Context: an optimization exercise on an open-source flow, tuned for small area, a short achievable clock period and few clock cycles per item. The choices shown serve that exercise and are no tape-out recipe.
Only simulation tests tie the RTL to the original design; equivalence was not proved.
Power figures rest on the tool's default switching activity, not on a simulated workload.

## exp/willow
Design inverse_square_field_sum_core, start of the top module:
module inverse_square_field_sum_core
(
    input  logic                     clk,
    input  logic                     rst_n,
    input  logic                     in_valid,
    output logic                     in_stall,
    input  isfs_pkg::isfs_in_t                 in_data,
    output logic                     out_valid,
    input  logic                     out_stall,
    output isfs_pkg::isfs_out_t                out_data,
    input  logic                     cfg_we,
    input  logic [CFG_IDX_BITS-1:0]  cfg_index,
    input  logic [CFG_DATA_BITS-1:0] cfg_data
);
For scale: about 1,500 flip-flops, roughly 84,000 µm² of cells after synthesis.
Settings: LEC_CHECK=0, ABC_AREA=1, CAP_MARGIN=20, CORE_MARGIN=2, CORE_UTILIZATION=60, CTS_CLUSTER_DIAMETER=70, CTS_CLUSTER_SIZE=16, SETUP_SLACK_MARGIN=5, SLEW_MARGIN=20; clock period 9.0 ns.
run.sh (not shown) runs the stock make flow with config.mk's settings and CLKGATE_MAP_FILE= SYNTH_SCRIPT=/design/flow/synth_recipe.tcl, a recipe that flattens the netlist after the stock synthesis.
exp/willow finished all stages; the layout is clean.
Testbench counts of exp/willow, summed over its fixed seeds: cycles 16,512, items 960.
Setup changes, exp/willow to exp/zinc
Settings: a deleted CTS_CLUSTER_DIAMETER that had been 70; a deleted CTS_CLUSTER_SIZE that had been 16.
### Flow results
Clock period minus final worst setup slack delta for exp/zinc relative to exp/willow: 0.068 ns higher. exp/zinc vs exp/willow — number of clock buffers inserted by TritonCTS climbed by more than a quarter. In the tables for exp/zinc and exp/willow, first-iteration DRC count reads higher with exp/zinc. The higher final setup slack of the worst path came out of exp/willow. On fraction of area in clock buffers and inverters: between exp/zinc and exp/willow, it ends up higher for exp/zinc. exp/zinc vs. exp/willow: final design area excluding fillers picked up an extra 1500 µm², total met2 wirelength after detailed routing has remained practically unchanged. exp/zinc -> exp/willow: reported sequential group power flat. Number of unique standard cell types used by synthesis essentially unchanged between exp/willow and exp/zinc. Fraction of area in multi-input gates (exp/zinc over exp/willow): decrease, 0.74 points. Re port buffer count: no difference whatsoever between exp/willow and exp/zinc.
Setup changes, exp/zinc to exp/cedar
Settings: CORE_UTILIZATION: 60 -> 65.
### Flow results
- The final layout from exp/cedar, which completed every stage, passed the timing, DRC and antenna checks at the end of the flow.
- exp/cedar ended up with a higher via count than exp/zinc did.
- Any difference in global-route track usage on met3 between exp/zinc and exp/cedar is small enough to ignore.
- Proportion of power drawn by flip-flops and latches: exp/cedar vs exp/zinc — no meaningful difference
- exp/cedar vs. exp/zinc: number of buffers other than clock buffers in the final layout down 3.2%; time the worst path needs with I/O delays and setup -0.10 ns; via count of the first global-routing pass picked up an extra 825.
- In exp/cedar the diode insertion count for antenna repair turned out 1 lower than in exp/zinc.
Modified inputs, exp/raven compared to exp/cedar
Settings: CTS_CLUSTER_DIAMETER: unset -> 70; CTS_CLUSTER_SIZE: unset -> 16.
### Flow results
exp/raven: portion of total power attributed to the clock network lower than exp/cedar
Per the comparison of exp/raven with exp/cedar, count of unresolved DRC violations after routing saw little to no change, post-CTS setup buffer count saw a decrease, routing usage on met1 saw little to no change, number of ordinary and repair buffers in the finished layout saw an increase.
In the reports for exp/cedar and exp/raven, the smaller setup slack belongs to exp/cedar.
exp/raven ended with less number of standard cells in the layout, taps in and fillers out than exp/cedar.
exp/cedar -> exp/raven: count of multi-input gates delta 0, exact match
## Diff of input files: exp/fjord against exp/raven
Settings: CTS_CLUSTER_SIZE now 20, was 16; CTS_CLUSTER_DIAMETER now 80, was 70.
==> comparison <==
Re share of power burned in the clock network: exp/raven and exp/fjord aren't equal, and the lower value belongs to exp/fjord.
Having completed the whole flow, exp/fjord delivered a layout that passed the timing, DRC and antenna checks.
[exp/fjord vs exp/raven] area growth from synthesis to layout: lower in exp/fjord
Via count: exp/fjord better than exp/raven
CTS buffer count on exp/fjord is down relative to exp/raven.
Summary of exp/fjord over exp/raven: arrival time reported for the critical path endpoint flat, required time reported for the critical path endpoint down 0.05 ns, non-filler instance count after layout down about 0.4%, final wirelength down 2.1 mm, reported net switching power down about 2.2%.
exp/fjord consumes less power than exp/raven does.

==> separate check: timing with driven ports <==
How much do the figures lean on ideal ports? The routed layouts below were timed once more, with nothing changed but the port constraints.
Step 1: set_driving_cell puts a clkbuf_16 on clk and a buf_2 on each other input, an assumption about the parent block.
Step 2 moves the port delays by t, midway between the first and last clock arrival at a register: inputs arrive t later, outputs are due t later. That takes back most of the time a late clock gives input paths.
Slacks: ideal ports / drivers / drivers and shift; pairs: ideal ports / drivers.
| run | shift t [ns] | setup slack, ns | latest minus earliest clock arrival (ns) | slew at the worst register clock pin (ns) |
|---|---|---|---|---|
| exp/willow | 0.831 | 5.055 / 4.974 / 4.407 | 0.037 / 0.037 | 0.08 / 0.08 |
| exp/zinc | 0.881 | 4.987 / 4.906 / 4.396 | 0.036 / 0.037 | 0.06 / 0.06 |
| exp/cedar | 0.885 | 5.091 / 5.091 / 4.578 | 0.030 / 0.030 | 0.07 / 0.07 |
| exp/raven | 0.845 | 5.111 / 5.111 / 4.553 | 0.038 / 0.037 | 0.08 / 0.08 |
| exp/fjord | 0.802 | 5.071 / 5.071 / 4.538 | 0.057 / 0.057 | 0.09 / 0.09 |
After both steps setup and hold are still met in every run listed. For exp/willow, which loses most, drivers alone change the setup slack by -0.081 ns; drivers and shift together by -0.648 ns.
